This is an optimization exercise on Yosys and OpenROAD, whose aim is small area and a short achievable clock period, not a production implementation.
RTL that was checked went through simulation tests only; none was proved equivalent to the original.
Function not checked in runs 1, 2 and 7: the RTL went through the layout flow alone.
Power figures rest on the tool's default switching activity, not on a simulated workload.

==> design.v <==
package spi_mem_pkg;
    typedef enum logic [2:0] {
        ADDR,
        CMD,
        WRITE,
        READ,
        DONE
    } state_t;
    localparam logic [7:0] CMD_READ = 8'h00;
    localparam logic [7:0] IDLE_TX  = 8'h00;
endpackage
module spi_bit_engine #(
    parameter int unsigned CPOL      = 0,
    parameter int unsigned CPHA      = 0,
    parameter int unsigned MSB_FIRST = 0
) (
    input  logic       clk,
    input  logic       rst_n,
    input  logic       cs_n,
    input  logic       sck,
    input  logic       mosi,
    input  logic       tx_load,
    input  logic [7:0] tx_byte,
    output logic       miso,
    output logic       active,
    output logic       byte_done,
    output logic       frame_end,
    output logic       frame_err,
    output logic [7:0] rx_byte,
    output logic [7:0] rx_data,
    output logic       rx_zero
);
    localparam bit POL = (CPOL != 0);
    localparam bit PHA = (CPHA != 0);
    localparam bit MSB = (MSB_FIRST != 0);
    logic [1:0] cs_s, sck_s, mosi_s;
    logic       sck_d;
    logic [7:0] rx_sr, tx_reg, rx_next;
    logic [2:0] bitcnt;
    logic       sck_rise, sck_fall, lead, trail;
    logic       sample_ev, shift_ev, cs_fall, cs_rise, last_bit, tx_bit;
    assign rx_data = rx_sr;
    always_comb begin
        sck_rise  = sck_s[1] & ~sck_d;
        sck_fall  = ~sck_s[1] & sck_d;
        lead      = POL ? sck_fall : sck_rise;
        trail     = POL ? sck_rise : sck_fall;
        sample_ev = active & (PHA ? trail : lead);
        shift_ev  = active & (PHA ? lead : trail);
        cs_fall   = ~active & ~cs_s[1];
        cs_rise   = active & cs_s[1];
        rx_next   = MSB ? {rx_sr[6:0], mosi_s[1]} : {mosi_s[1], rx_sr[7:1]};
        last_bit  = sample_ev && (bitcnt == 3'd7);
        tx_bit    = MSB ? tx_reg[3'd7 - bitcnt] : tx_reg[bitcnt];
    end
    always_ff @(posedge clk) begin
        mosi_s  <= {mosi_s[0], mosi};
        rx_byte <= rx_next;
        rx_zero <= (rx_next == 8'd0);
        if (sample_ev)
            rx_sr <= rx_next;
    end
    always_ff @(posedge clk or negedge rst_n) begin
        if (!rst_n) begin
            cs_s      <= '1;
            sck_s     <= {2{POL}};
            sck_d     <= POL;
            active    <= 1'b0;
            bitcnt    <= '0;
            tx_reg    <= '0;
            miso      <= 1'b0;
            byte_done <= 1'b0;
            frame_end <= 1'b0;
            frame_err <= 1'b0;
        end else begin
            cs_s      <= {cs_s[0], cs_n};
            sck_s     <= {sck_s[0], sck};
            sck_d     <= sck_s[1];
            active    <= ~cs_s[1];
            byte_done <= last_bit;
            frame_end <= cs_rise;
            frame_err <= cs_rise && (bitcnt != 3'd0) && !last_bit;
            if (sample_ev)
                bitcnt <= bitcnt + 3'd1;
            if (cs_rise)
                bitcnt <= '0;
            if (tx_load)
                tx_reg <= tx_byte;
            if (shift_ev || (cs_fall && !PHA))
                miso <= tx_bit;
        end
    end
endmodule
module spi_mem_slave #(
    parameter int unsigned CPOL       = 0,
    parameter int unsigned CPHA       = 0,
    parameter int unsigned MSB_FIRST  = 0,
    parameter int unsigned ADDR_BYTES = 2,
    parameter int unsigned MEM_AW     = 8
) (
    input  logic       CLK,
    input  logic       nRESET,
    input  logic       nCS,
    input  logic       SCK,
    input  logic       MOSI,
    output logic       MISO,
    output logic       MISO_OE,
    output logic       busy,
    output logic       rx_valid,
    output logic [7:0] rx_byte,
    output logic       frame_err
);
    logic       s_addr, s_cmd, s_wr, s_rd, a2;
    logic [7:0] tgt, tgt_n;
    logic       byte_done, frame_end, active, tx_load, rx_zero;
    logic [7:0] tx_byte, rx_data;
    spi_bit_engine #(
        .CPOL      (CPOL),
        .CPHA      (CPHA),
        .MSB_FIRST (MSB_FIRST)
    ) u_engine (
        .clk       (CLK),
        .rst_n     (nRESET),
        .cs_n      (nCS),
        .sck       (SCK),
        .mosi      (MOSI),
        .tx_load   (tx_load),
        .tx_byte   (tx_byte),
        .miso      (MISO),
        .active    (active),
        .byte_done (byte_done),
        .frame_end (frame_end),
        .frame_err (frame_err),
        .rx_byte   (rx_byte),
        .rx_data   (rx_data),
        .rx_zero   (rx_zero)
    );
    assign busy     = active;
    assign MISO_OE  = active;
    assign rx_valid = byte_done;
    always_comb begin
        tgt_n = tgt;
        if (byte_done && s_addr && !a2)
            tgt_n = rx_data;
        if (byte_done && ((s_cmd && rx_zero) || s_rd || s_wr))
            tgt_n = tgt + 8'd1;
        if (frame_end)
            tgt_n = '0;
    end
    always_ff @(posedge CLK or negedge nRESET) begin
        if (!nRESET) begin
            s_addr  <= 1'b1;
            s_cmd   <= 1'b0;
            s_wr    <= 1'b0;
            s_rd    <= 1'b0;
            a2      <= 1'b0;
            tgt     <= '0;
            tx_load <= 1'b0;
        end else begin
            tgt     <= tgt_n;
            tx_load <= byte_done | frame_end;
            if (byte_done) begin
                if (s_addr) begin
                    a2 <= !a2;
                    if (a2) begin
                        s_addr <= 1'b0;
                        s_cmd  <= 1'b1;
                    end
                end
                if (s_cmd) begin
                    s_cmd <= 1'b0;
                    s_rd  <= rx_zero;
                    s_wr  <= !rx_zero;
                end
            end
            if (frame_end) begin
                s_addr <= 1'b1;
                s_cmd  <= 1'b0;
                s_wr   <= 1'b0;
                s_rd   <= 1'b0;
                a2     <= 1'b0;
            end
        end
    end
    logic [3:0]   hp;           
    logic         wv;           
    logic [7:0]   wd;
    logic [3:0]   wrow;         
    logic [3:0]   wlo, wlo_n;   
    logic         wm;           
    logic         wfire, wissue;
    logic         rm;           
    logic [3:0]   rrow;         
    logic [7:0]   pf;
    logic [127:0] heads;
    assign wissue = byte_done & s_wr;
    assign wfire  = wv & wm;
    assign wlo_n  = wissue ? tgt[3:0] : wlo;
    always_ff @(posedge CLK) begin
        hp   <= hp - 4'd1;
        wlo  <= wlo_n;
        wm   <= (wlo_n + 4'd2) == hp;
        if (wissue) begin
            wv   <= 1'b1;
            wd   <= rx_data;
            wrow <= tgt[7:4];
        end else if (wfire) begin
            wv   <= 1'b0;
        end
        rm   <= (tgt_n[3:0] + 4'd1) == hp;
        rrow <= tgt_n[7:4];
        if (rm)
            pf <= heads[{rrow, 3'd0} +: 8];
    end
    for (genvar r = 0; r < 16; r++) begin : g_row
        logic [127:0] q;        
        always_ff @(posedge CLK)
            q <= {q[119:0], (wfire && wrow == 4'(r)) ? wd : q[127:120]};
        assign heads[8*r +: 8] = q[7:0];
    end
    always_comb begin
        tx_byte = spi_mem_pkg::IDLE_TX;
        if (s_rd)
            tx_byte = pf;
    end
endmodule
==> run.sh <==
#!/bin/bash
# synth_recipe.tcl (not shown) runs the flow's synth.tcl, then flattens the netlist and writes it again
# the make line also repeats each setting of config.mk as NAME=value (left out here)
make -C /OpenROAD-flow-scripts/flow DESIGN_CONFIG=/design/flow/config.mk WORK_HOME=/design/flow/orfs CLKGATE_MAP_FILE= SYNTH_SCRIPT=/design/flow/synth_recipe.tcl finish
==> config.mk <==
export PLATFORM = sky130hd
export DESIGN_NAME = spi_mem_slave
export DESIGN_NICKNAME = spi_mem_slave
export VERILOG_FILES = /design/flow/design.v
export SDC_FILE = /design/flow/constraint.sdc
export NUM_CORES = 4
export LEC_CHECK = 0
export CAP_MARGIN = 20
export CORE_MARGIN = 2
export CORE_UTILIZATION = 40
export CTS_BUF_LIST = sky130_fd_sc_hd__clkbuf_16
export CTS_CLUSTER_DIAMETER = 100
export CTS_CLUSTER_SIZE = 30
export SETUP_SLACK_MARGIN = 2.2
export SLEW_MARGIN = 20
==> constraint.sdc <==
create_clock -name core_clock -period 4.0 [get_ports {CLK}]
set_input_delay 0.8000 -clock core_clock [delete_from_list [all_inputs] [get_ports {CLK}]]
set_output_delay 0.8000 -clock core_clock [all_outputs]
set_load 0.01 [all_outputs]
==> results.py, run 1 <==
metrics = {
    "outcome": {
        "status": "finished clean",
    },
    "final_layout": {
        "fin_util_pct": 45.0,
        "n_fill_cell": 9780,
        "seq_area_sq_mm": 0.0433,
        "drive_above_1_share_pct": 15.3,
        "multi_input_area_sq_mm": 0.00379,
        "fin_nets": 2661,
        "area_growth_pct": 11.7,
        "top_register": "g_row.q",
        "largest_register_ffs": 2048,
    },
    "timing": {
        "skew_ns": 0.0492,
        "setup_viol": 0,
        "final-hold-violation-count": 0,
        "fin_ws_ns": 1.81,
        "fin_setup_tns_ns": 0,
        "fmax_ghz": 0.457,
        "fin_crit_ns": 2.19,
        "period_share_pct": 54.6,
        "tightest_slew_ns": 1.12,
        "maxSlewViolCount": 0,
        "rsz0062_at_grt": "yes",
        "relSlewSlack_pct": 25.1,
    },
    "floorplan": {
        "io_pins": 18,
        "fp-row-count": 125,
        "coreArea_sq_mm": 0.116,
        "die_h_um": 346,
        "start_util_pct": 40.3,
        "dieWidth_um": 346,
        "dieArea_sq_mm": 0.120,
    },
    "setup_path": {
        "required_ns": 4.56,
        "cp.arrival_ns": 2.74,
        "worstSetupPathType": "register to register",
        "endpoint_kind": "register",
        "crit_path_start_kind": "register",
        "ff2ff_setup_slack_ns": 1.81,
        "cp_max_fo": 6,
    },
    "run": {
        "drv_cap": 0,
    },
    "yosys": {
        "synth_ff_type": "dfxtp_1",
        "synth_edf_count": 28,
        "synth_area_leaders": "dfxtp_1 (89%), mux2_2 (2.9%), mux4_2 (2.0%)",
        "yosysTopAreaCellShare_pct": 88.6,
        "synth-seq-area-share_pct": 92.3,
        "yosysWarnings": 2,
        "synth.most_common_cell": "dfxtp_1",
        "yosys.area.top_type": "dfxtp_1",
        "postSynthAreaPerCell_sq_um": 18.7,
        "synth_cell_types": 50,
        "syn_area_sq_mm": 0.0468,
        "ys_seq_elements": 2137,
        "synthArstFlopShare_pct": 1.64,
        "synthCells": 2512,
        "synth_nets": 2524,
        "synthTopCellsByCount": "dfxtp_1 (2,074), mux2_2 (121), mux4_2 (42), dfrtp_1 (32), edfxtp_1 (28)",
    },
    "route": {
        "wl_mm": 70.3,
        "drt_iter0_markers": 1090,
        "dr_total_vias": 17300,
        "drtAntennaViolNets": 0,
        "drc": 0,
        "first_pass_iters": 7,
        "avgRoutedWirePerCell_um": 16.7,
        "via_per_inst": 4.11,
    },
    "grt": {
        "grt_pass1_vias": 16900,
        "antenna_found_initial": 19,
        "grt_usage_pct": 11.6,
        "grt_max_degree": 36,
        "gr-total-overflow": 0,
        "grt_pass1_wl_mm": 104,
    },
    "power_and_ir_drop": {
        "p_sw_share_pct": 19.0,
        "p_leak_nw": 20.6,
        "power_frac_comb_pct": 0.1,
        "peakVddDrop_mv": 0.366,
        "seq_power_share_pct": 68.3,
        "p_int_mw": 25.3,
        "pwr-share-clk_pct": 31.6,
        "switchingPower_mw": 5.93,
        "p_per_area_mw_per_mm2": 597,
        "total_power_mw": 31.2,
    },
    "cts": {
        "cts_buffer_depth": 3,
        "cts_tree": "yes",
        "root_buffer": "clkbuf_16",
        "cts_buffers": 83,
        "cts_sinks": 2137,
        "insertion_delay_ns": 0.70,
        "path_clk_slew_ns": 0.12,
        "htree_levels": 3,
    },
    "place": {
        "post-place-ws_ns": 1.51,
        "io_buffers": 17,
        "dp.final_hpwl_mm": 43.8,
        "globalplace.congestion": 0.824,
    },
    "hold_path": {
        "hold_class": "input pin to asynchronous set/reset pin",
    },
}
==> layout make-up <==
class,instances,area share [%]
Sequential cell,2137,82.7
Multi-Input combinational cell,327,7.25
Clock buffer,86,4.11
Tap cell,1524,3.64
Timing Repair Buffer,80,1.74
Clock inverter,21,0.373
Inverter,20,0.153
Antenna cell,4,0.0191
==> worst max-delay path, cell delays in order, from the launching register on <==
cell     delay (ns)
dfrtp_2        0.46
buf_8          0.15
buf_6          0.12
nand2_8        0.08
mux2_4         0.33
ha_4           0.17
xnor2_2        0.13
xnor2_1        0.15
nor4_2         0.44
==> path summary, 6_finish.rpt <==
kind / cells after the start / startpoint / to
setup / recovery: 8 / u_engine.byte_done$_DFF_PN0_ / wm$_DFF_P_
hold / removal: 1 / nRESET / u_engine.sck_s[0]$_DFF_PN0_
setup reg to reg: 8 / u_engine.byte_done$_DFF_PN0_ / wm$_DFF_P_
hold reg to reg: 0 / g_row[15].q[59]$_DFF_P_ / g_row[15].q[67]$_DFF_P_
max in group asynchronous: 1 / nRESET / tgt[0]$_DFF_PN0_
min in group core_clock: 0 / g_row[15].q[59]$_DFF_P_ / g_row[15].q[67]$_DFF_P_
==> stage by stage <==
step,cells,hold WS (ns),cell area (sq um)
2_1_floorplan,2512,0.310,47000
3_3_place_gp,4025,0.310,48800
3_5_place_dp,4026,0.312,48900
4_1_cts,4162,0.202,51700
5_1_grt,4195,0.268,52300
6_report,4199,0.235,52300
==> power by group through the flow <==
stage	registers [mW]	logic, mW	clock network (mW)
floorplan	21.8	0.0190	0
global route	21.3	0.0499	10.9
detailed placement	21.8	0.0428	0
finish	21.3	0.0450	9.86
global placement	21.8	0.0405	0
CTS	21.3	0.0434	10.2
==> layer usage <==
layer  vias to the layer above  routed length (um)  global-route usage (%)
met4                         0                2850                    4.91
met1                      8416               34400                    16.6
li1                       8277                   -                       -
met2                       410               29700                    17.0
met3                       153                3420                    2.25
met5                         -                   0                       0
==> kinds of logic (layout without fill, tap and decap cells) <==
logic type	Yosys count	in the layout	synth area share, %
xor+xnor	14	14	0.278
other cells	0	4	0
compound gates	38	38	0.566
flops	2137	2137	92.3
mux	175	175	5.22
fa+ha+maj	7	7	0.187
simple gates	93	93	1.05
buf+inv	48	207	0.403
==> repair_timing <==
action | CTS | global route
endpoints found under the setup margin | 153 | 153
setup buffers | 27 | 33
cloned | 2 | 0
pin swaps | 15 | 20
resized for setup | 110 | 57
hold buffers | 0 | 0
==> placed cells by master, fill, tap and decap left out, types with 8 or more instances in the layout <==
master / instances
edfxtp_1: 28
mux4_2: 42
buf_12: 15
nand2_1: 15
inv_1: 30
buf_4: 37
mux2_4: 16
buf_6: 18
nor2_4: 11
dfxtp_2: 8
nor2_1: 15
dfrtp_1: 25
o21ai_0: 12
dfxtp_1: 2064
clkbuf_16: 86
nand3_1: 12
mux2_2: 110
==> run 2, diff against run 1 <==
--- a/config.mk
+++ b/config.mk
@@ -13,3 +13,3 @@
 export CTS_CLUSTER_SIZE = 30
-export SETUP_SLACK_MARGIN = 2.2
+export SETUP_SLACK_MARGIN = 1.9
 export SLEW_MARGIN = 20
==> run 2 against run 1 <==
Still clean on timing, DRC and antenna. Utilization is 0.83 points lower. Cell count is 1.1% lower. First-iteration DRC count is 19% higher. Wire length is 4.2% lower. Die area stayed put. Count of clock-buffer cells in the layout is 4 lower. Power is 0.89% lower. Global-route usage is 0.30 points lower. Clock skew is 0.025 ns lower. Critical endpoint is now rm$_DFF_P_. Highest routed layer unchanged.
==> results.py, run 2 <==
metrics = {
    "place": {
        "placed_area_sq_mm": 0.0489,
        "globalplace.congestion": 0.849,
        "dp_cells": 4029,
        "post-place-ws_ns": 1.37,
        "dp.final_hpwl_mm": 42.8,
        "io_buffers": 17,
    },
    "hold_path": {
        "hold_class": "input pin to asynchronous set/reset pin",
    },
    "final_layout": {
        "final_cell_mix": "dfxtp_1 (2,072), mux2_2 (121), clkbuf_16 (82)",
        "top_register": "g_row.q",
        "stdcell_count": 4153,
        "area_growth_pct": 9.60,
        "largest_register_ffs": 2048,
        "finalInstanceArea_sq_mm": 0.0513,
        "seq_area_sq_mm": 0.0433,
        "multi_input_area_sq_mm": 0.00355,
        "fin_util_pct": 44.2,
        "n_fill_cell": 9887,
        "layout_commonest_cell": "dfxtp_1",
        "fin_nets": 2617,
        "drive_above_1_share_pct": 12.6,
    },
    "cts": {
        "cts_tree": "yes",
        "insertion_delay_ns": 0.68,
        "cts_sinks": 2137,
        "ctsHoldBuffers": 0,
        "cts_buffer_depth": 3,
        "path_clk_slew_ns": 0.12,
        "cts_buffers": 81,
        "htree_levels": 3,
        "root_buffer": "clkbuf_16",
    },
    "timing": {
        "whs_ns": 0.189,
        "fin_setup_tns_ns": 0,
        "fmax_ghz": 0.445,
        "fin_ws_ns": 1.75,
        "maxSlewViolCount": 0,
        "tightest_slew_ns": 1.03,
        "rsz0062_at_grt": "yes",
        "setup_viol": 0,
        "period_share_pct": 56.2,
        "final-hold-violation-count": 0,
        "fin_crit_ns": 2.25,
        "relSlewSlack_pct": 31.5,
        "skew_ns": 0.0245,
    },
    "setup_path": {
        "cp.arrival_ns": 2.83,
        "endpoint_kind": "register",
        "required_ns": 4.58,
        "cp_slowest_cell": "dfstp_2",
        "path_cells": "buf_4 -> nand3b_1 -> buf_4 -> o22ai_2 -> a211oi_2 -> ha_2 -> xnor2_2 -> xnor2_1 -> nor4_2",
        "cp_common_cell": "buf_4",
        "crit_path_start_kind": "register",
        "cp_max_fo": 4,
        "slowest_delay_ns": 0.55,
        "worstSetupPathType": "register to register",
    },
    "yosys": {
        "synth_ff_type": "dfxtp_1",
        "synth-seq-area-share_pct": 92.3,
        "synth_area_leaders": "dfxtp_1 (89%), mux2_2 (2.9%), mux4_2 (2.0%)",
        "synthCells": 2512,
        "yosysWarnings": 2,
        "synth_cell_types": 50,
        "synth.most_common_cell": "dfxtp_1",
        "synth_nets": 2524,
        "synth_edf_count": 28,
        "syn_area_sq_mm": 0.0468,
        "synthTopCellsByCount": "dfxtp_1 (2,074), mux2_2 (121), mux4_2 (42), dfrtp_1 (32), edfxtp_1 (28)",
        "ys_seq_elements": 2137,
        "yosys.area.top_type": "dfxtp_1",
        "yosysTopAreaCellShare_pct": 88.6,
        "synthArstFlopShare_pct": 1.64,
        "postSynthAreaPerCell_sq_um": 18.7,
    },
    "route": {
        "dr_total_vias": 16800,
        "via_per_inst": 4.05,
        "drt_iter0_markers": 1298,
        "drc": 0,
        "first_pass_iters": 5,
        "avgRoutedWirePerCell_um": 16.2,
        "wl_mm": 67.4,
        "drtAntennaViolNets": 0,
    },
    "grt": {
        "grt_pass1_vias": 17000,
        "grt_usage_pct": 11.3,
        "grt_max_degree": 36,
        "antenna_found_initial": 12,
        "grt_pass1_wl_mm": 102,
        "gr-total-overflow": 0,
    },
    "power_and_ir_drop": {
        "p_per_area_mw_per_mm2": 603,
        "p_leak_nw": 20.1,
        "total_power_mw": 31.0,
        "peakVddDrop_mv": 0.336,
    },
    "floorplan": {
        "dieWidth_um": 346,
        "start_util_pct": 40.3,
        "coreArea_sq_mm": 0.116,
        "dieArea_sq_mm": 0.120,
        "io_pins": 18,
        "die_h_um": 346,
        "fp-row-count": 125,
    },
    "run": {
        "drv_cap": 0,
    },
    "outcome": {
        "status": "finished clean",
    },
}
run 2: where the power goes:
group	internal (mW)	leakage, nW	switching [mW]	total [mW]
sequential	21.3	17.4	0.0190	21.3
clock	3.78	1.12	5.80	9.58
combinational	0.0188	1.59	0.0241	0.0430
run 2: cell type report:
| class | count | area share, % |
|---|---|---|
| clock inverter | 21 | 0.280 |
| multi-input combinational | 327 | 6.92 |
| timing repair buffer | 38 | 0.680 |
| inverter | 20 | 0.146 |
| antenna | 4 | 0.0195 |
| sequential | 2137 | 84.2 |
| clock buffer | 82 | 4.00 |
| tap | 1524 | 3.71 |
run 2: path summary, 6_finish.rpt:
kind                                              start                   endpoint  slack (ns)  cells after the start
worst max-delay path                 s_addr$_DFFE_PN1P_                 rm$_DFF_P_        1.75                      9
worst min-delay path                             nRESET           tgt[1]$_DFF_PN0_        0.19                      1
worst max register to register       s_addr$_DFFE_PN1P_                 rm$_DFF_P_        1.75                      9
worst min register to register  g_row[12].q[39]$_DFF_P_    g_row[12].q[47]$_DFF_P_        0.31                      0
max in group asynchronous                        nRESET  u_engine.active$_DFF_PN0_        3.21                      1
min in group core_clock         g_row[12].q[39]$_DFF_P_    g_row[12].q[47]$_DFF_P_        0.31                      0
run 2: worst max-delay path: cells and delay by family, from the launching register on:
kind	cells	cell delay, ns
and+or+nand+nor	2	0.44
AOI/OAI and AO/OA	2	0.34
xor gates and xnor gates	2	0.31
adders and majority gates	1	0.21
DFF	1	0.55
buffers and inverters	2	0.33
run 2: per-layer routing:
metal	wire, um	GRT usage [%]
met5	0	0
met4	2060	4.18
met3	3350	2.30
met2	28200	16.7
met1	33800	16.2
run 2: cells by family (layout without fill, tap and decap cells):
family / Yosys count / in the layout / synth area share [%]
flops: 2137 / 2137 / 92.3
mux: 175 / 175 / 5.22
simple gates: 93 / 93 / 1.05
buf+inv: 48 / 161 / 0.403
compound gates: 38 / 38 / 0.566
xor+xnor: 14 / 14 / 0.278
fa+ha+maj: 7 / 7 / 0.187
other cells: 0 / 4 / 0
run 2: repair_timing:
| item | in CTS | in global routing |
|---|---|---|
| endpoints found under the hold margin | 0 | 0 |
| buffers inserted | 14 | 2 |
| cloned | 0 | 0 |
| gates resized for setup | 70 | 21 |
| endpoints found under the setup margin | 93 | 53 |
| pin swaps | 7 | 3 |
==> run 3, diff against run 2 <==
--- a/design.v
+++ b/design.v
@@ -26,2 +26,3 @@
     output logic       byte_done,
+    output logic       byte_done_i,
     output logic       frame_end,
@@ -41,2 +42,4 @@
     logic       sample_ev, shift_ev, cs_fall, cs_rise, last_bit, tx_bit;
+    logic       cs_d, nbyte_done;
+    assign byte_done_i = ~nbyte_done;
     assign rx_data = rx_sr;
@@ -47,6 +50,6 @@
         trail     = POL ? sck_rise : sck_fall;
-        sample_ev = active & (PHA ? trail : lead);
-        shift_ev  = active & (PHA ? lead : trail);
-        cs_fall   = ~active & ~cs_s[1];
-        cs_rise   = active & cs_s[1];
+        sample_ev = ~cs_d & (PHA ? trail : lead);
+        shift_ev  = ~cs_d & (PHA ? lead : trail);
+        cs_fall   = cs_d & ~cs_s[1];
+        cs_rise   = ~cs_d & cs_s[1];
         rx_next   = MSB ? {rx_sr[6:0], mosi_s[1]} : {mosi_s[1], rx_sr[7:1]};
@@ -68,2 +71,4 @@
             active    <= 1'b0;
+            cs_d      <= 1'b1;
+            nbyte_done <= 1'b1;
             bitcnt    <= '0;
@@ -79,3 +84,5 @@
             active    <= ~cs_s[1];
+            cs_d      <= cs_s[1];
             byte_done <= last_bit;
+            nbyte_done <= ~last_bit;
             frame_end <= cs_rise;
@@ -114,3 +121,3 @@
     logic [7:0] tgt, tgt_n;
-    logic       byte_done, frame_end, active, tx_load, rx_zero;
+    logic       byte_done, byte_done_o, frame_end, active, tx_load, rx_zero;
     logic [7:0] tx_byte, rx_data;
@@ -130,3 +137,4 @@
         .active    (active),
-        .byte_done (byte_done),
+        .byte_done (byte_done_o),
+        .byte_done_i (byte_done),
         .frame_end (frame_end),
@@ -139,11 +147,11 @@
     assign MISO_OE  = active;
-    assign rx_valid = byte_done;
+    assign rx_valid = byte_done_o;
+    logic       sel_ld, sel_inc, sel_hold;
+    logic [7:0] tgt_inc;
+    assign tgt_inc = tgt + 8'd1;
     always_comb begin
-        tgt_n = tgt;
-        if (byte_done && s_addr && !a2)
-            tgt_n = rx_data;
-        if (byte_done && ((s_cmd && rx_zero) || s_rd || s_wr))
-            tgt_n = tgt + 8'd1;
-        if (frame_end)
-            tgt_n = '0;
+        sel_ld  = byte_done && s_addr && !a2 && !frame_end;
+        sel_inc = byte_done && ((s_cmd && rx_zero) || s_rd || s_wr) && !frame_end;
+        sel_hold = !sel_ld && !sel_inc && !frame_end;
+        tgt_n = ({8{sel_ld}} & rx_data) | ({8{sel_inc}} & tgt_inc) | ({8{sel_hold}} & tgt);
     end
@@ -189,4 +197,4 @@
     logic [3:0]   wlo, wlo_n;   
-    logic         wm;           
-    logic         wfire, wissue;
+    logic         wfire;        
+    logic         wissue;
     logic         rm;           
@@ -196,3 +204,2 @@
     assign wissue = byte_done & s_wr;
-    assign wfire  = wv & wm;
     assign wlo_n  = wissue ? tgt[3:0] : wlo;
@@ -201,3 +208,3 @@
         wlo  <= wlo_n;
-        wm   <= (wlo_n + 4'd2) == hp;
+        wfire <= (wissue || (wv && !wfire)) && ((wlo_n + 4'd2) == hp);
         if (wissue) begin
@@ -209,3 +216,6 @@
         end
-        rm   <= (tgt_n[3:0] + 4'd1) == hp;
+        rm   <= frame_end ? (hp == 4'd1)
+              : sel_ld    ? ((rx_data[3:0] + 4'd1) == hp)
+              : sel_inc   ? ((tgt[3:0] + 4'd2) == hp)
+              :             ((tgt[3:0] + 4'd1) == hp);
         rrow <= tgt_n[7:4];
--- a/config.mk
+++ b/config.mk
@@ -9,3 +9,3 @@
 export CORE_MARGIN = 2
-export CORE_UTILIZATION = 40
+export CORE_UTILIZATION = 65
 export CTS_BUF_LIST = sky130_fd_sc_hd__clkbuf_16
@@ -13,3 +13,4 @@
 export CTS_CLUSTER_SIZE = 30
-export SETUP_SLACK_MARGIN = 1.9
+export PLACE_DENSITY = 0.8
+export SETUP_SLACK_MARGIN = 2.0
 export SLEW_MARGIN = 20
==> run 3 against run 2 <==
Now fails the layout checks on antenna violations. First-iteration DRC count down 8.8%. Sequential power about the same. Count of clock-buffer cells in the layout is 1 higher. Die area shrank 38%. Non-clock buffer count rose by 7. Area after synthesis increased by 0.62%. Global-route usage up 8.8 points. Final area is 0.85% lower. Setup slack gained 0.22 ns. Maximum frequency rose by 11%. Critical path depth down 8. Clock power is 1% higher. Highest routed layer is now met5.
==> results.py, run 3 <==
metrics = {
    "floorplan": {
        "coreArea_sq_mm": 0.0716,
        "die_h_um": 273,
        "fp-row-count": 98,
        "dieWidth_um": 273,
        "start_util_pct": 65.8,
        "dieArea_sq_mm": 0.0747,
        "io_pins": 18,
    },
    "timing": {
        "fin_crit_ns": 2.03,
        "final-hold-violation-count": 0,
        "period_share_pct": 50.7,
        "skew_ns": 0.0294,
        "relSlewSlack_pct": 26.7,
        "fin_setup_tns_ns": 0,
        "whs_ns": 0.253,
        "rsz0062_at_grt": "yes",
        "maxSlewViolCount": 0,
        "setup_viol": 0,
        "fmax_ghz": 0.493,
        "tightest_slew_ns": 1.10,
    },
    "yosys": {
        "syn_area_sq_mm": 0.0471,
        "synth_cell_types": 62,
        "postSynthAreaPerCell_sq_um": 18.5,
        "yosysWarnings": 2,
        "synth_nets": 2567,
        "yosysTopAreaCellShare_pct": 88.1,
        "synthArstFlopShare_pct": 1.73,
        "ys_seq_elements": 2139,
        "synth_area_leaders": "dfxtp_1 (88%), mux2_2 (2.6%), mux4_2 (2.0%)",
        "synthCells": 2552,
        "synth_edf_count": 28,
        "synthTopCellsByCount": "dfxtp_1 (2,074), mux2_2 (107), mux4_2 (42), dfrtp_1 (32), edfxtp_1 (28)",
        "synth.most_common_cell": "dfxtp_1",
        "synth_ff_type": "dfxtp_1",
        "synth-seq-area-share_pct": 91.8,
        "yosys.area.top_type": "dfxtp_1",
    },
    "place": {
        "globalplace.congestion": 0.854,
        "dp.final_hpwl_mm": 44.9,
        "io_buffers": 17,
    },
    "cts": {
        "cts_sinks": 2139,
        "htree_levels": 3,
        "cts_buffers": 81,
        "cts_buffer_depth": 3,
        "cts_tree": "yes",
        "insertion_delay_ns": 0.67,
        "ctsHoldBuffers": 0,
        "path_clk_slew_ns": 0.11,
        "root_buffer": "clkbuf_16",
    },
    "route": {
        "drt_iter0_markers": 1184,
        "drc": 0,
        "wl_mm": 73.5,
        "dr_total_vias": 17300,
        "first_pass_iters": 5,
        "drtAntennaViolNets": 1,
        "via_per_inst": 4.78,
        "avgRoutedWirePerCell_um": 20.3,
    },
    "final_layout": {
        "drive_above_1_share_pct": 12.3,
        "fin_nets": 2663,
        "final_cell_mix": "dfxtp_1 (2,069), mux2_2 (105), clkbuf_16 (83)",
        "layout_commonest_cell": "dfxtp_1",
        "top_register": "g_row.q",
        "area_growth_pct": 8.00,
        "largest_register_ffs": 2048,
    },
    "grt": {
        "grt_pass1_wl_mm": 109,
        "gr-total-overflow": 0,
        "grt_max_degree": 38,
        "antenna_found_initial": 20,
        "grt_usage_pct": 20.1,
        "grt_pass1_vias": 18000,
    },
    "setup_path": {
        "crit_buf_inv": 1,
        "cp_max_fo": 2,
        "cp.arrival_ns": 1.23,
        "worstSetupPathType": "register to output pin",
        "cp_slowest_cell": "dfrtp_1",
        "endpoint_kind": "output pin",
        "required_ns": 3.20,
        "path_cells": "buf_2",
        "slowest_delay_ns": 0.41,
        "crit_path_start_kind": "register",
        "crit_family": "flip-flops",
    },
    "hold_path": {
        "hold_class": "input pin to asynchronous set/reset pin",
    },
    "power_and_ir_drop": {
        "p_per_area_mw_per_mm2": 611,
        "peakVddDrop_mv": 0.568,
        "p_leak_nw": 20.3,
    },
    "run": {
        "drv_cap": 0,
    },
    "outcome": {
        "so_faults": "antenna violations",
        "status": "failed layout checks",
    },
}
run 3: final cells by class:
| cell class | count | area (sq um) |
|---|---|---|
| sequential | 2139 | 43300 |
| clock inverter | 16 | 141 |
| antenna | 9 | 22.5 |
| tap | 950 | 1190 |
| timing repair buffer | 45 | 333 |
| multi-input combinational | 354 | 3730 |
| inverter | 27 | 106 |
| clock buffer | 83 | 2080 |
| fill | 4113 | 20700 |
run 3: routing by layer:
metal,global-route usage (%),wire length [um],up-vias
met2,32.3,34300,405
li1,-,-,8317
met5,0,23,-
met4,8.46,3010,4
met3,3.72,3410,168
met1,27.1,32800,8429
run 3: cells by family after synthesis:
| family | Yosys count | share of synthesized area [%] |
|---|---|---|
| mux | 176 | 5.20 |
| fa+ha+maj | 10 | 0.265 |
| xor+xnor | 11 | 0.204 |
| flops | 2139 | 91.8 |
| compound gates | 56 | 0.794 |
| buf+inv | 59 | 0.544 |
| simple gates | 101 | 1.15 |
run 3: through the flow:
step	std cells	utilization [%]	area (sq um)	setup slack, ns	power (mW)
5_1_grt	3614	71.1	50900	1.89	32.0
3_5_place_dp	3489	67.6	48400	1.50	21.9
6_report	3623	71.1	50900	1.97	31.1
3_3_place_gp	3489	67.6	48400	1.55	21.9
4_1_cts	3602	70.9	50700	1.93	31.3
2_1_floorplan	2552	-	47200	2.00	21.9
run 3: worst paths after layout:
| kind | start | to | slack [ns] | depth (start not counted) |
|---|---|---|---|---|
| min in group core_clock | g_row[8].q[23]$_DFF_P_ | g_row[8].q[31]$_DFF_P_ | 0.30 | 0 |
| max in group asynchronous | nRESET | u_engine.frame_end$_DFF_PN0_ | 3.09 | 1 |
| min reg2reg | g_row[8].q[23]$_DFF_P_ | g_row[8].q[31]$_DFF_P_ | 0.30 | 0 |
| max reg2reg | wrow[2]$_DFFE_PP_ | g_row[13].q[1]$_DFF_P_ | 1.98 | 3 |
| min | nRESET | u_engine.sck_s[0]$_DFF_PN0_ | 0.25 | 1 |
| max | u_engine.miso$_DFFE_PN0P_ | MISO | 1.97 | 1 |
run 3: power breakdown:
group	switching, mW	internal (mW)
clock network	5.89	3.81
logic	0.0263	0.0135
registers	0.0137	21.3
run 3: repair_timing:
action                     CTS  global route
setup endpoints to repair   81            43
buffers inserted            14            12
resized for setup           76            11
pin swaps                    3            11
==> run 4, diff against run 3 <==
--- a/config.mk
+++ b/config.mk
@@ -9,3 +9,3 @@
 export CORE_MARGIN = 2
-export CORE_UTILIZATION = 65
+export CORE_UTILIZATION = 40
 export CTS_BUF_LIST = sky130_fd_sc_hd__clkbuf_16
@@ -13,3 +13,2 @@
 export CTS_CLUSTER_SIZE = 30
-export PLACE_DENSITY = 0.8
 export SETUP_SLACK_MARGIN = 2.0
==> run 4 against run 3 <==
Now clean on timing, DRC and antenna. Die area grew 61%. Area after synthesis did not move. Critical path depth grew 8. Clock skew hardly changed. Sequential cell count is the same. Utilization shrank 27 points. Final area rose by 1.3%. Synthesized cell count did not move. Count of clock-buffer cells in the layout unchanged. Largest cell class unchanged. Largest power group unchanged.
==> results.py, run 4 <==
metrics = {
    "setup_path": {
        "ff2ff_setup_slack_ns": 1.94,
        "worstSetupPathType": "register to register",
        "cp_max_fo": 7,
        "cp.arrival_ns": 2.66,
        "path_cells": "a211o_1 -> nand2_4 -> inv_2 -> ha_4 -> inv_1 -> mux2i_1 -> xnor2_1 -> a21oi_2 -> nor4bb_2",
        "crit_path_start_kind": "register",
        "r2r_start": "s_cmd$_DFFE_PN0P_",
        "reg2reg_to": "rm$_DFF_P_",
        "crit_family": "flip-flops",
        "required_ns": 4.60,
        "slowest_delay_ns": 0.42,
        "cp_slowest_cell": "dfrtp_2",
        "crit_buf_inv": 2,
        "r2r.worst_path.cells": 9,
        "endpoint_kind": "register",
    },
    "timing": {
        "rsz0062_at_grt": "yes",
        "skew_ns": 0.0296,
        "fin_setup_tns_ns": 0,
        "fmax_ghz": 0.486,
        "fin_crit_ns": 2.06,
        "tightest_slew_ns": 1.17,
        "relSlewSlack_pct": 21.8,
        "final-hold-violation-count": 0,
        "maxSlewViolCount": 0,
        "setup_viol": 0,
        "period_share_pct": 51.4,
        "whs_ns": 0.253,
    },
    "yosys": {
        "yosys.area.top_type": "dfxtp_1",
        "synth-seq-area-share_pct": 91.8,
        "synth_nets": 2567,
        "yosysTopAreaCellShare_pct": 88.1,
        "syn_area_sq_mm": 0.0471,
        "synth_ff_type": "dfxtp_1",
        "synthCells": 2552,
        "synth_edf_count": 28,
        "synth.most_common_cell": "dfxtp_1",
        "yosysWarnings": 2,
        "synthTopCellsByCount": "dfxtp_1 (2,074), mux2_2 (107), mux4_2 (42), dfrtp_1 (32), edfxtp_1 (28)",
        "synthArstFlopShare_pct": 1.73,
        "ys_seq_elements": 2139,
        "postSynthAreaPerCell_sq_um": 18.5,
        "synth_area_leaders": "dfxtp_1 (88%), mux2_2 (2.6%), mux4_2 (2.0%)",
        "synth_cell_types": 62,
    },
    "grt": {
        "grt_max_degree": 38,
        "grt_pass1_vias": 17000,
        "gr-total-overflow": 0,
        "grt_usage_pct": 11.5,
        "antenna_found_initial": 12,
        "grt_pass1_wl_mm": 104,
    },
    "floorplan": {
        "fp-row-count": 125,
        "start_util_pct": 40.5,
        "io_pins": 18,
        "dieWidth_um": 347,
        "coreArea_sq_mm": 0.117,
        "dieArea_sq_mm": 0.121,
        "die_h_um": 347,
    },
    "power_and_ir_drop": {
        "p_sw_share_pct": 19.0,
        "p_per_area_mw_per_mm2": 603,
        "pwr-share-clk_pct": 31.2,
        "switchingPower_mw": 5.91,
        "seq_power_share_pct": 68.7,
        "peakVddDrop_mv": 0.392,
        "power_frac_comb_pct": 0.1,
        "p_int_mw": 25.2,
        "p_leak_nw": 20.3,
    },
    "run": {
        "drv_cap": 0,
    },
    "cts": {
        "cts_buffer_depth": 3,
        "cts_buffers": 82,
        "insertion_delay_ns": 0.67,
        "cts_sinks": 2139,
        "path_clk_slew_ns": 0.12,
        "htree_levels": 3,
        "cts_tree": "yes",
        "root_buffer": "clkbuf_16",
    },
    "route": {
        "drc": 0,
        "wl_mm": 68.9,
        "first_pass_iters": 6,
        "drt_iter0_markers": 1160,
        "drtAntennaViolNets": 0,
        "via_per_inst": 4.11,
        "avgRoutedWirePerCell_um": 16.4,
        "dr_total_vias": 17200,
    },
    "final_layout": {
        "fin_nets": 2659,
        "drive_above_1_share_pct": 12.2,
        "stdcell_count": 4195,
        "area_growth_pct": 9.42,
        "layout_commonest_cell": "dfxtp_1",
        "n_fill_cell": 9854,
        "largest_register_ffs": 2048,
        "final_cell_mix": "dfxtp_1 (2,065), mux2_2 (105), clkbuf_16 (83)",
        "top_register": "g_row.q",
    },
    "place": {
        "dp_cells": 4064,
        "globalplace.congestion": 0.897,
        "dp.final_hpwl_mm": 43.9,
        "io_buffers": 17,
    },
    "outcome": {
        "status": "finished clean",
    },
    "hold_path": {
        "hold_class": "input pin to asynchronous set/reset pin",
    },
}
==> run 4: timing repair <==
item                       in CTS  in global routing
gates cloned                    0                  0
setup buffers                  16                  4
setup endpoints to repair      57                 61
resized for setup              73                  7
hold buffers                    0                  0
pin swaps                       4                  2
==> run 4: power groups by stage <==
stage | Combinational [mW] | Sequential (mW) | Clock, mW
after floorplan | 0.0156 | 21.8 | 0
after global placement | 0.0344 | 21.8 | 0
after detailed placement | 0.0362 | 21.8 | 0
after CTS | 0.0343 | 21.4 | 10.1
after global routing | 0.0390 | 21.4 | 10.8
final | 0.0350 | 21.3 | 9.71
==> run 4: cells by family after synthesis <==
group | share of synthesized area, %
adders and majority gates | 0.265
buffers and inverters | 0.544
AOI/OAI and AO/OA | 0.794
muxes | 5.20
xor gates and xnor gates | 0.204
and+or+nand+nor | 1.15
DFF | 91.8
==> run 4: cell type report <==
type / instances / area [sq um] / area share, %
Timing Repair Buffer: 40 / 310 / 0.602
Sequential cell: 2139 / 43300 / 84.0
Inverter: 27 / 101 / 0.196
Clock buffer: 83 / 2080 / 4.03
Clock inverter: 23 / 175 / 0.340
Tap cell: 1524 / 1910 / 3.70
Multi-Input combinational cell: 354 / 3680 / 7.14
Antenna cell: 5 / 12.5 / 0.0243
==> run 4: through the flow <==
stage               power (mW)  util, %  worst slack, ns  cell area [sq um]
detailed placement        21.9     42.1             1.52              49100
floorplan                 21.9        -             2.00              47200
global placement          21.9     42.1             1.64              49100
global route              32.2     44.3             1.91              51600
CTS                       31.4     44.2             1.93              51500
finish                    31.1     44.3             1.94              51600
==> run 4: worst max-delay path by stage <==
stage / startpoint / to / slack (ns) / cells past startpoint
after global placement: rrow[0]$_DFF_P_ / pf[0]$_DFFE_PP_ / 1.64 / 2
after detailed placement: rrow[0]$_DFF_P_ / pf[5]$_DFFE_PP_ / 1.52 / 2
after floorplan: s_rd$_DFFE_PN0P_ / rm$_DFF_P_ / 2.00 / 10
after CTS: u_engine.active$_DFF_PN0_ / MISO_OE / 1.93 / 1
final: s_cmd$_DFFE_PN0P_ / rm$_DFF_P_ / 1.94 / 9
after global routing: u_engine.active$_DFF_PN0_ / busy / 1.91 / 1
==> run 4: worst register-to-register path, cell delays in order (launching register included) <==
cell and delay (ns):
dfrtp_2 0.42, a211o_1 0.32, nand2_4 0.10, inv_2 0.08, ha_4 0.28, inv_1 0.05, mux2i_1 0.21, xnor2_1 0.17
a21oi_2 0.09, nor4bb_2 0.27
==> run 4: routing by layer <==
| metal | share of wire [%] | vias to the layer above | wire length, um | track usage, % |
|---|---|---|---|---|
| met1 | 51 | 8365 | 35100 | 17.0 |
| li1 | - | 8325 | - | - |
| met4 | 2.7 | 0 | 1880 | 4.03 |
| met5 | 0 | - | 0 | 0 |
| met3 | 4.9 | 128 | 3360 | 2.12 |
| met2 | 41 | 406 | 28600 | 16.7 |
==> run 5, diff against run 4 <==
--- a/config.mk
+++ b/config.mk
@@ -7,5 +7,6 @@
 export LEC_CHECK = 0
+export ABC_CLOCK_PERIOD_IN_PS = 1800
 export CAP_MARGIN = 20
 export CORE_MARGIN = 2
-export CORE_UTILIZATION = 40
+export CORE_UTILIZATION = 55
 export CTS_BUF_LIST = sky130_fd_sc_hd__clkbuf_16
@@ -13,3 +14,4 @@
 export CTS_CLUSTER_SIZE = 30
-export SETUP_SLACK_MARGIN = 2.0
+export PLACE_DENSITY = 0.7
+export SETUP_SLACK_MARGIN = 2.1
 export SLEW_MARGIN = 20
==> run 5 against run 4 <==
Maximum frequency rose by 1.1%. Clock power fell by 0.7%. Critical path depth fell by 8. Final area fell by 0.40%. Power fell by 0.21%. Sequential share of layout area rose by 0.34 points. Wire length rose by 2.6%. Largest cell class unchanged. Largest power group unchanged.
==> results.py, run 5 <==
metrics = {
    "timing": {
        "final-hold-violation-count": 0,
        "rsz0062_at_grt": "yes",
        "setup_viol": 0,
        "skew_ns": 0.0261,
        "relSlewSlack_pct": 21.8,
        "period_share_pct": 50.9,
        "fin_crit_ns": 2.03,
        "fin_setup_tns_ns": 0,
        "fmax_ghz": 0.491,
        "maxSlewViolCount": 0,
        "tightest_slew_ns": 1.17,
    },
    "route": {
        "drt_iter0_markers": 1141,
        "avgRoutedWirePerCell_um": 18.5,
        "drc": 0,
        "wl_mm": 70.7,
        "drtAntennaViolNets": 0,
        "dr_total_vias": 17100,
        "first_pass_iters": 7,
        "via_per_inst": 4.46,
    },
    "grt": {
        "grt_pass1_vias": 17100,
        "top_usage_layer": "met2",
        "grt_usage_pct": 16.0,
        "gr-total-overflow": 0,
        "use_met3_pct": 2.59,
        "antenna_found_initial": 21,
        "gr-usage-met2_pct": 24.8,
        "grt_pass1_wl_mm": 105,
        "grt_max_degree": 38,
        "use_met1_pct": 23.5,
    },
    "setup_path": {
        "cp_slowest_cell": "dfrtp_1",
        "crit_family": "flip-flops",
        "crit_buf_inv": 1,
        "cp.depth": 1,
        "path_cells": "buf_2",
        "cp.arrival_ns": 1.23,
        "endpoint_kind": "output pin",
        "worstSetupPathType": "register to output pin",
        "cp_max_fo": 1,
        "required_ns": 3.20,
        "r2r.worst_path.cells": 6,
        "slowest_delay_ns": 0.43,
        "crit_path_start_kind": "register",
    },
    "place": {
        "io_buffers": 17,
        "dp.final_hpwl_mm": 45.0,
        "globalplace.congestion": 0.821,
        "dp_cells": 3688,
    },
    "power_and_ir_drop": {
        "peakVddDrop_mv": 0.450,
        "switchingPower_mw": 5.88,
        "p_sw_share_pct": 18.9,
        "p_leak_nw": 20.4,
        "pwr-share-clk_pct": 31.1,
        "p_per_area_mw_per_mm2": 604,
        "power_frac_comb_pct": 0.1,
        "seq_power_share_pct": 68.8,
        "p_int_mw": 25.2,
    },
    "yosys": {
        "synth_ff_type": "dfxtp_1",
        "syn_area_sq_mm": 0.0471,
        "postSynthAreaPerCell_sq_um": 18.5,
        "synth_area_leaders": "dfxtp_1 (88%), mux2_2 (2.6%), mux4_2 (2.0%)",
        "synth_nets": 2567,
        "synthTopCellsByCount": "dfxtp_1 (2,074), mux2_2 (107), mux4_2 (42), dfrtp_1 (32), edfxtp_1 (28)",
        "yosysWarnings": 2,
        "synthArstFlopShare_pct": 1.73,
        "synth.most_common_cell": "dfxtp_1",
        "synth_cell_types": 62,
        "yosysTopAreaCellShare_pct": 88.1,
        "yosys.area.top_type": "dfxtp_1",
        "synth_edf_count": 28,
        "synth-seq-area-share_pct": 91.8,
        "synthCells": 2552,
        "ys_seq_elements": 2139,
    },
    "floorplan": {
        "fp-row-count": 107,
        "dieArea_sq_mm": 0.0881,
        "io_pins": 18,
        "dieWidth_um": 297,
        "start_util_pct": 55.5,
        "coreArea_sq_mm": 0.0850,
        "die_h_um": 297,
    },
    "cts": {
        "cts_buffer_depth": 3,
        "cts_tree": "yes",
        "cts_sinks": 2139,
        "ctsHoldBuffers": 0,
        "path_clk_slew_ns": 0.11,
        "htree_levels": 3,
        "insertion_delay_ns": 0.67,
        "root_buffer": "clkbuf_16",
        "cts_buffers": 81,
    },
    "final_layout": {
        "drive_above_1_share_pct": 13.0,
        "fin_nets": 2671,
        "largest_register_ffs": 2048,
        "top_register": "g_row.q",
        "area_growth_pct": 8.98,
        "layout_commonest_cell": "dfxtp_1",
        "n_fill_cell": 6058,
        "stdcell_count": 3822,
        "final_cell_mix": "dfxtp_1 (2,065), mux2_2 (105), clkbuf_16 (82)",
    },
    "outcome": {
        "status": "finished clean",
    },
    "hold_path": {
        "hold_class": "input pin to asynchronous set/reset pin",
    },
    "run": {
        "drv_cap": 0,
    },
}
-- run 5: cell counts after synthesis --
No cell type changed its count.
-- run 5: cells by family (layout without fill, tap and decap cells) --
family	count (synthesis)	after routing	share of synthesized area [%]
DFF	2139	2139	91.8
xor gates and xnor gates	11	11	0.204
muxes	176	176	5.20
AOI/OAI and AO/OA	56	56	0.794
buffers and inverters	59	183	0.544
other	0	2	0
adders and majority gates	10	10	0.265
and+or+nand+nor	101	101	1.15
-- run 5: worst reg2reg max path, stage by stage (launching register included) --
cell,delay [ns]
dfrtp_4,0.56
buf_4,0.17
or2_2,0.32
nor4_1,0.27
o2bb2ai_1,0.14
a22oi_2,0.16
nor4bb_2,0.28
-- run 5: area by class of cell --
type                    count  area (sq um)  share of cell area, %
flip-flops and latches   2139         43300                   84.3
clock buffers              82          2050                   3.99
diodes                      2          5.00                0.00974
inverters                  27           106                  0.207
clock inverters            21           189                  0.368
multi-input cells         354          3780                   7.36
well taps                1144          1430                   2.79
repair buffers             53           494                  0.962
-- run 5: routing by layer --
layer / vias to the layer above / wire, um
li1: 8331 / -
met1: 8340 / 34900
met2: 307 / 31200
met3: 86 / 2990
met4: 0 / 1520
met5: - / 0
-- run 5: power groups by stage --
stage / Sequential [mW] / Clock, mW / Combinational [mW]
after floorplan: 21.8 / 0 / 0.0156
after global placement: 21.8 / 0 / 0.0356
after detailed placement: 21.8 / 0 / 0.0369
after CTS: 21.3 / 9.90 / 0.0358
after global routing: 21.4 / 10.7 / 0.0433
final: 21.3 / 9.64 / 0.0399
-- run 5: worst paths after layout --
kind | from | to | slack (ns)
min in group core_clock | g_row[10].q[35]$_DFF_P_ | g_row[10].q[43]$_DFF_P_ | 0.32
min | nRESET | u_engine.sck_s[1]$_DFF_PN0_ | 0.28
max reg2reg | u_engine.frame_end$_DFF_PN0_ | rm$_DFF_P_ | 2.04
min reg2reg | g_row[10].q[35]$_DFF_P_ | g_row[10].q[43]$_DFF_P_ | 0.32
max in group asynchronous | nRESET | u_engine.frame_end$_DFF_PN0_ | 2.98
max | u_engine.byte_done$_DFF_PN0_ | rx_valid | 1.97
-- run 5: metrics by stage --
| stage | instance area, sq um | worst slack, ns | power (mW) | hold slack [ns] | utilization [%] |
|---|---|---|---|---|---|
| after floorplan | 47200 | 2.08 | 21.9 | 0.310 | - |
| after global placement | 48700 | 1.62 | 21.9 | 0.310 | 57.3 |
| after detailed placement | 48700 | 1.51 | 21.9 | 0.312 | 57.3 |
| after CTS | 51200 | 1.88 | 31.3 | 0.263 | 60.2 |
| after global routing | 51400 | 1.90 | 32.1 | 0.290 | 60.4 |
| final | 51400 | 1.97 | 31.0 | 0.283 | 60.4 |
-- run 5: timing repair --
item / 4_1_cts / 5_1_grt
pin swaps: 12 / 4
endpoints found under the setup margin: 75 / 101
buffers inserted: 19 / 10
gates resized for setup: 80 / 24
==> run 6, diff against run 5 <==
--- a/design.v
+++ b/design.v
@@ -194,3 +194,3 @@
     logic         wv;           
-    logic [7:0]   wd;
+    logic [7:0]   bf;           
     logic [3:0]   wrow;         
@@ -201,3 +201,2 @@
     logic [3:0]   rrow;         
-    logic [7:0]   pf;
     logic [127:0] heads;
@@ -211,3 +210,3 @@
             wv   <= 1'b1;
-            wd   <= rx_data;
+            bf   <= rx_data;
             wrow <= tgt[7:4];
@@ -221,4 +220,4 @@
         rrow <= tgt_n[7:4];
-        if (rm)
-            pf <= heads[{rrow, 3'd0} +: 8];
+        if (rm && !wissue && (!wv || wfire))
+            bf <= heads[{rrow, 3'd0} +: 8];
     end
@@ -227,3 +226,3 @@
         always_ff @(posedge CLK)
-            q <= {q[119:0], (wfire && wrow == 4'(r)) ? wd : q[127:120]};
+            q <= {q[119:0], (wfire && wrow == 4'(r)) ? bf : q[127:120]};
         assign heads[8*r +: 8] = q[7:0];
@@ -233,3 +232,3 @@
         if (s_rd)
-            tx_byte = pf;
+            tx_byte = bf;
     end
==> run 6 against run 5 <==
Register-to-register slack got worse by 0.21 ns. Setup slack got worse by 0.14 ns. First-iteration DRC count down 2.8%. Critical path depth grew 4. Power shrank 0.78%. Via count rose by 0.14%. Cell count increased by 0.24%. Sequential cell count down 8. Utilization increased by 0.066 points. Hold slack lost 0.042 ns. Critical endpoint is now bf[2]$_DFFE_PP_.
==> results.py, run 6 <==
metrics = {
    "outcome": {
        "status": "finished clean",
    },
    "power_and_ir_drop": {
        "power_frac_comb_pct": 0.1,
        "p_leak_nw": 20.4,
        "p_per_area_mw_per_mm2": 600,
        "switchingPower_mw": 5.73,
        "p_int_mw": 25.1,
        "total_power_mw": 30.8,
        "pwr-share-clk_pct": 30.9,
        "seq_power_share_pct": 69.0,
        "p_sw_share_pct": 18.6,
        "peakVddDrop_mv": 0.360,
    },
    "yosys": {
        "yosys.area.top_type": "dfxtp_1",
        "yosysTopAreaCellShare_pct": 88.5,
        "synth-seq-area-share_pct": 91.7,
        "synth_nets": 2562,
        "synth_edf_count": 20,
        "synth_area_leaders": "dfxtp_1 (88%), mux2_2 (3.3%), mux4_2 (2.0%)",
        "synth_cell_types": 57,
        "synthTopCellsByCount": "dfxtp_1 (2,074), mux2_2 (139), mux4_2 (42), nand2_1 (33), dfrtp_1 (32)",
        "postSynthAreaPerCell_sq_um": 18.4,
        "synth_ff_type": "dfxtp_1",
        "synthArstFlopShare_pct": 1.74,
        "syn_area_sq_mm": 0.0469,
        "yosysWarnings": 2,
        "ys_seq_elements": 2131,
        "synth.most_common_cell": "dfxtp_1",
        "synthCells": 2547,
    },
    "final_layout": {
        "area_growth_pct": 9.43,
        "largest_register_ffs": 2048,
        "top_register": "g_row.q",
        "drive_above_1_share_pct": 14.3,
        "layout_commonest_cell": "dfxtp_1",
        "stdcell_count": 3831,
        "multi_input_area_sq_mm": 0.00389,
        "n_fill_cell": 6013,
        "fin_nets": 2683,
        "seq_area_sq_mm": 0.0431,
        "final_cell_mix": "dfxtp_1 (2,071), mux2_2 (135), clkbuf_16 (83)",
    },
    "route": {
        "drt_iter0_markers": 1109,
        "drc": 0,
        "wl_mm": 67.2,
        "drtAntennaViolNets": 0,
        "via_per_inst": 4.46,
        "first_pass_iters": 5,
        "dr_total_vias": 17100,
        "avgRoutedWirePerCell_um": 17.5,
    },
    "cts": {
        "insertion_delay_ns": 0.66,
        "cts_buffers": 81,
        "cts_sinks": 2131,
        "cts_buffer_depth": 3,
        "path_clk_slew_ns": 0.11,
        "htree_levels": 3,
        "ctsHoldBuffers": 0,
        "root_buffer": "clkbuf_16",
        "cts_tree": "yes",
    },
    "setup_path": {
        "endpoint_kind": "register",
        "cp_slowest_cell": "mux4_2",
        "required_ns": 4.41,
        "path_cells": "buf_12 -> buf_6 -> mux4_2 -> mux4_2 -> mux2_4",
        "cp_max_fo": 4,
        "crit_buf_inv": 2,
        "worstSetupPathType": "register to register",
        "cp.arrival_ns": 2.58,
        "ff2ff_setup_slack_ns": 1.83,
        "cp_common_cell": "mux4_2",
        "slowest_delay_ns": 0.56,
        "crit_family": "multiplexers",
        "crit_path_start_kind": "register",
    },
    "place": {
        "globalplace.congestion": 0.789,
        "dp_cells": 3689,
        "dp.final_hpwl_mm": 42.0,
        "io_buffers": 17,
    },
    "run": {
        "drv_cap": 0,
    },
    "timing": {
        "skew_ns": 0.0280,
        "rsz0062_at_grt": "yes",
        "tightest_slew_ns": 1.10,
        "fin_crit_ns": 2.17,
        "period_share_pct": 54.3,
        "maxSlewViolCount": 0,
        "relSlewSlack_pct": 26.6,
        "setup_viol": 0,
        "fin_setup_tns_ns": 0,
        "fmax_ghz": 0.461,
        "final-hold-violation-count": 0,
    },
    "grt": {
        "grt_usage_pct": 15.5,
        "antenna_found_initial": 16,
        "gr-total-overflow": 0,
        "grt_pass1_wl_mm": 101,
        "grt_max_degree": 38,
        "grt_pass1_vias": 16900,
    },
    "floorplan": {
        "dieArea_sq_mm": 0.0877,
        "dieWidth_um": 296,
        "io_pins": 18,
        "fp-row-count": 107,
        "coreArea_sq_mm": 0.0849,
        "start_util_pct": 55.3,
        "die_h_um": 296,
    },
    "hold_path": {
        "hold_class": "input pin to asynchronous set/reset pin",
    },
}
[run 6: cell types whose count changed after synthesis, moves of 4 or more]
cell,before,now
mux2_2,107,139
buf_2,7,2
o21ai_1,6,0
nand2_1,26,33
clkbuf_1,14,18
edfxtp_1,28,20
mux2_1,24,0
[run 6: routing by layer]
metal	track usage, %	up-vias	share of wire, %
met4	5.40	0	2.7
li1	-	8361	-
met2	23.1	294	43
met1	22.9	8325	50
met3	2.55	108	3.9
met5	0	-	0
[run 6: timing repair]
| action | in CTS | in global routing |
|---|---|---|
| resized for setup | 95 | 33 |
| gates cloned | 1 | 0 |
| setup buffers | 22 | 17 |
| endpoints found under the setup margin | 116 | 131 |
| pin swaps | 7 | 6 |
[run 6: power by group through the flow]
stage	Combinational [mW]	Clock, mW	Sequential (mW)
floorplan	0.0140	0	21.7
global placement	0.0313	0	21.7
detailed placement	0.0328	0	21.7
CTS	0.0325	9.77	21.3
global route	0.0365	10.5	21.3
finish	0.0330	9.50	21.3
[run 6: final cells by class]
class                      instances  area share, %
clock inverter                    17          0.231
clock buffer                      83           4.04
sequential                      2131           83.9
antenna                            2        0.00975
timing repair buffer              67           1.28
multi-input combinational        360           7.58
inverter                          27          0.205
tap                             1144           2.79
[run 6: worst reg2reg max path, cell delays in order, from the launching register on]
cell and delay, ns:
dfxtp_4 0.39, buf_12 0.13, buf_6 0.11, mux4_2 0.56, mux4_2 0.47, mux2_4 0.27
[run 6: metrics by stage]
step / hold slack (ns) / setup WS (ns) / instance area, sq um / util [%]
5_1_grt: 0.270 / 1.80 / 51300 / 60.5
2_1_floorplan: 0.310 / 1.96 / 47000 / -
6_report: 0.241 / 1.83 / 51300 / 60.5
4_1_cts: 0.223 / 1.85 / 51100 / 60.1
3_3_place_gp: 0.310 / 1.29 / 48500 / 57.1
3_5_place_dp: 0.312 / 1.23 / 48500 / 57.2
[run 6: path summary, 6_finish.rpt]
path / start / to / depth (start not counted)
worst min-delay path: nRESET / a2$_DFFE_PN0P_ / 1
max in group asynchronous: nRESET / s_wr$_DFFE_PN0P_ / 1
worst max-delay path: rrow[0]$_DFF_P_ / bf[2]$_DFFE_PP_ / 5
worst max register to register: rrow[0]$_DFF_P_ / bf[2]$_DFFE_PP_ / 5
worst min register to register: g_row[15].q[109]$_DFF_P_ / g_row[15].q[117]$_DFF_P_ / 0
min in group core_clock: g_row[15].q[109]$_DFF_P_ / g_row[15].q[117]$_DFF_P_ / 0
[run 6: cell families after synthesis]
| group | synth area share [%] |
|---|---|
| compound gates | 0.733 |
| xor+xnor | 0.187 |
| flops | 91.8 |
| buf+inv | 0.485 |
| fa+ha+maj | 0.267 |
| mux | 5.39 |
| simple gates | 1.18 |
==> run 7, diff against run 6 <==
--- a/design.v
+++ b/design.v
@@ -120,3 +120,3 @@
     logic       s_addr, s_cmd, s_wr, s_rd, a2;
-    logic [7:0] tgt, tgt_n;
+    logic [7:0] tgt, tgt_n;     
     logic       byte_done, byte_done_o, frame_end, active, tx_load, rx_zero;
@@ -152,5 +152,5 @@
     always_comb begin
-        sel_ld  = byte_done && s_addr && !a2 && !frame_end;
-        sel_inc = byte_done && ((s_cmd && rx_zero) || s_rd || s_wr) && !frame_end;
-        sel_hold = !sel_ld && !sel_inc && !frame_end;
+        sel_ld  = byte_done && s_addr && !a2;
+        sel_inc = byte_done && ((s_cmd && rx_zero) || s_rd || s_wr);
+        sel_hold = !sel_ld && !sel_inc;
         tgt_n = ({8{sel_ld}} & rx_data) | ({8{sel_inc}} & tgt_inc) | ({8{sel_hold}} & tgt);
@@ -164,6 +164,4 @@
             a2      <= 1'b0;
-            tgt     <= '0;
             tx_load <= 1'b0;
         end else begin
-            tgt     <= tgt_n;
             tx_load <= byte_done | frame_end;
@@ -194,3 +192,3 @@
     logic         wv;           
-    logic [7:0]   bf;           
+    logic [7:0]   wd;
     logic [3:0]   wrow;         
@@ -200,3 +198,3 @@
     logic         rm;           
-    logic [3:0]   rrow;         
+    logic [7:0]   pf;
     logic [127:0] heads;
@@ -210,3 +208,3 @@
             wv   <= 1'b1;
-            bf   <= rx_data;
+            wd   <= rx_data;
             wrow <= tgt[7:4];
@@ -215,9 +213,8 @@
         end
-        rm   <= frame_end ? (hp == 4'd1)
-              : sel_ld    ? ((rx_data[3:0] + 4'd1) == hp)
+        tgt  <= tgt_n;
+        rm   <= sel_ld    ? ((rx_data[3:0] + 4'd1) == hp)
               : sel_inc   ? ((tgt[3:0] + 4'd2) == hp)
               :             ((tgt[3:0] + 4'd1) == hp);
-        rrow <= tgt_n[7:4];
-        if (rm && !wissue && (!wv || wfire))
-            bf <= heads[{rrow, 3'd0} +: 8];
+        if (rm)
+            pf <= heads[{tgt[7:4], 3'd0} +: 8];
     end
@@ -226,3 +223,3 @@
         always_ff @(posedge CLK)
-            q <= {q[119:0], (wfire && wrow == 4'(r)) ? bf : q[127:120]};
+            q <= {q[119:0], (wfire && wrow == 4'(r)) ? wd : q[127:120]};
         assign heads[8*r +: 8] = q[7:0];
@@ -232,3 +229,3 @@
         if (s_rd)
-            tx_byte = bf;
+            tx_byte = pf;
     end
==> run 7 against run 6 <==
Still clean. Setup slack better by 0.029 ns. Cell count down 1.1%. Critical path depth down 2. Clock power up 0.6%. First-iteration DRC count up 12%. Wire length down 3.1%. Hold slack better by 0.069 ns. Sequential share of layout area up 0.74 points. Sequential cell count up 4. Maximum frequency up 1.3%. Critical path type unchanged. Largest power group unchanged. Highest routed layer unchanged.
==> results.py, run 7 <==
metrics = {
    "route": {
        "dr_total_vias": 16800,
        "drc": 0,
        "avgRoutedWirePerCell_um": 17.2,
        "first_pass_iters": 7,
        "drtAntennaViolNets": 0,
        "via_per_inst": 4.44,
        "wl_mm": 65.1,
        "drt_iter0_markers": 1246,
    },
    "floorplan": {
        "dieArea_sq_mm": 0.0876,
        "fp-row-count": 107,
        "die_h_um": 296,
        "io_pins": 18,
        "start_util_pct": 55.3,
        "dieWidth_um": 296,
        "coreArea_sq_mm": 0.0847,
    },
    "place": {
        "globalplace.congestion": 0.826,
        "placed_area_sq_mm": 0.0484,
        "dp.final_hpwl_mm": 39.9,
        "post-place-ws_ns": 1.35,
        "io_buffers": 17,
        "dp_cells": 3660,
    },
    "timing": {
        "fin_ws_ns": 1.86,
        "final-hold-violation-count": 0,
        "fin_crit_ns": 2.14,
        "skew_ns": 0.0340,
        "maxSlewViolCount": 0,
        "fmax_ghz": 0.467,
        "rsz0062_at_grt": "yes",
        "setup_viol": 0,
        "whs_ns": 0.310,
        "period_share_pct": 53.5,
        "relSlewSlack_pct": 33.7,
        "tightest_slew_ns": 0.995,
        "fin_setup_tns_ns": 0,
    },
    "yosys": {
        "synth_nets": 2543,
        "yosysWarnings": 2,
        "synth.most_common_cell": "dfxtp_1",
        "yosysTopAreaCellShare_pct": 88.8,
        "synthTopCellsByCount": "dfxtp_1 (2,078), mux2_2 (105), mux4_2 (42), edfxtp_1 (28), mux2_1 (27)",
        "synthCells": 2529,
        "ys_seq_elements": 2135,
        "postSynthAreaPerCell_sq_um": 18.5,
        "synthArstFlopShare_pct": 1.36,
        "synth_area_leaders": "dfxtp_1 (89%), mux2_2 (2.5%), mux4_2 (2.0%)",
        "synth-seq-area-share_pct": 92.1,
        "synth_cell_types": 52,
        "syn_area_sq_mm": 0.0469,
        "yosys.area.top_type": "dfxtp_1",
        "synth_ff_type": "dfxtp_1",
        "synth_edf_count": 28,
    },
    "grt": {
        "grt_usage_pct": 14.9,
        "grt_pass1_wl_mm": 97.2,
        "grt_max_degree": 38,
        "antenna_found_initial": 22,
        "grt_pass1_vias": 16600,
        "gr-total-overflow": 0,
    },
    "power_and_ir_drop": {
        "p_per_area_mw_per_mm2": 605,
        "peakVddDrop_mv": 0.443,
        "total_power_mw": 30.9,
        "p_leak_nw": 20.2,
    },
    "final_layout": {
        "layout_commonest_cell": "dfxtp_1",
        "multi_input_area_sq_mm": 0.00363,
        "fin_nets": 2643,
        "area_growth_pct": 8.96,
        "drive_above_1_share_pct": 12.1,
        "finalInstanceArea_sq_mm": 0.0511,
        "final_cell_mix": "dfxtp_1 (2,069), mux2_2 (104), clkbuf_16 (86)",
        "n_fill_cell": 5854,
        "seq_area_sq_mm": 0.0432,
        "top_register": "g_row.q",
        "stdcell_count": 3789,
        "fin_util_pct": 60.3,
        "largest_register_ffs": 2048,
    },
    "setup_path": {
        "crit_path_start_kind": "register",
        "crit_buf_inv": 0,
        "slowest_delay_ns": 0.63,
        "cp_max_fo": 8,
        "cp_slowest_cell": "nand3_1",
        "crit_family": "simple AND/OR/NAND/NOR gates",
        "endpoint_kind": "register",
        "cp.arrival_ns": 2.68,
        "path_cells": "nor2_1 -> nand3_1 -> mux2_2",
        "required_ns": 4.54,
        "worstSetupPathType": "register to register",
    },
    "cts": {
        "ctsHoldBuffers": 0,
        "htree_levels": 3,
        "insertion_delay_ns": 0.66,
        "path_clk_slew_ns": 0.11,
        "cts_sinks": 2135,
        "cts_tree": "yes",
        "cts_buffer_depth": 3,
        "root_buffer": "clkbuf_16",
        "cts_buffers": 81,
    },
    "run": {
        "drv_cap": 0,
    },
    "hold_path": {
        "hold_class": "register to register",
    },
    "outcome": {
        "status": "finished clean",
    },
}
==> run 7: cell types whose count changed in the layout (fill, tap and decap cells not counted), moves of 6 or more <==
cell	change
buf_4	-11
dfxtp_4	+7
edfxtp_1	+8
inv_1	-8
mux2_1	+27
mux2_2	-31
nand2_2	-6
xnor2_1	+6
==> run 7: timing repair <==
| item | CTS | global route |
|---|---|---|
| endpoints found under the hold margin | 0 | 0 |
| setup endpoints to repair | 123 | 126 |
| cloned | 1 | 2 |
| buffers inserted | 14 | 13 |
| gates resized for setup | 93 | 17 |
| pin swaps | 3 | 6 |
==> run 7: worst paths after layout <==
check	from	end	slack, ns	cells past startpoint
max reg2reg	wrow[2]$_DFFE_PP_	g_row[8].q[7]$_DFF_P_	1.86	3
min reg2reg	g_row[5].q[58]$_DFF_P_	g_row[5].q[66]$_DFF_P_	0.31	0
min	g_row[5].q[58]$_DFF_P_	g_row[5].q[66]$_DFF_P_	0.31	0
max in group asynchronous	nRESET	s_addr$_DFFE_PN1P_	3.14	2
min in group asynchronous	nRESET	u_engine.active$_DFF_PN0_	0.53	2
max	wrow[2]$_DFFE_PP_	g_row[8].q[7]$_DFF_P_	1.86	3
==> run 7: cell families (layout without fill, tap and decap cells) <==
group | Yosys count | in the layout | synth area share (%)
flip-flops | 2135 | 2135 | 92.1
adder cells (fa/ha/maj) | 9 | 9 | 0.240
XOR/XNOR | 13 | 13 | 0.243
other | 0 | 3 | 0
AND/OR/NAND/NOR | 95 | 95 | 1.04
buffers and inverters | 56 | 169 | 0.489
AO/OA/AOI/OAI | 45 | 45 | 0.635
multiplexers | 176 | 176 | 5.23
==> run 7: area by class of cell <==
class	instances	share of cell area (%)
sequential	2135	84.6
multi-input combinational	338	7.10
clock buffer	84	4.12
tap	1144	2.80
timing repair buffer	51	1.03
clock inverter	12	0.174
inverter	22	0.162
antenna	3	0.0147
==> run 7: per-layer routing <==
metal	track usage [%]	wire length (um)	vias to the layer above
li1	-	-	8234
met1	22.3	33000	8072
met2	21.9	27200	385
met3	2.38	2980	132
met4	5.55	1900	0
met5	0	0	-
==> run 7: power breakdown <==
part / internal (mW) / total (mW) / switching (mW) / leakage [nW]
clock: 3.83 / 9.56 / 5.73 / 1.11
combinational: 0.0212 / 0.0466 / 0.0254 / 1.73
sequential: 21.3 / 21.3 / 0.0167 / 17.4

==> afterwards: timing with drivers on the ports <==
The flow's constraints put no driver on any port. The routed layouts listed below were extracted and timed again, unchanged, in two steps.
Step 1 assumes that a clkbuf_16 drives the clock port and a buf_2 every other input.
Step 2 also shifts input and output timing later by t, the mid clock arrival at the registers, as if the neighbouring blocks saw the same clock.
Three values: ideal ports, drivers, drivers and shift; two values: the first two.
run	t (ns)	setup WS [ns]
run 1	0.744	1.814 / 1.814 / 1.814
run 2	0.733	1.752 / 1.752 / 1.752
run 3	0.720	1.973 / 1.911 / 1.984
run 4	0.729	1.942 / 1.920 / 1.942
run 5	0.718	1.965 / 1.903 / 2.037
run 6	0.710	1.830 / 1.830 / 1.830
run 7	0.708	1.858 / 1.858 / 1.858
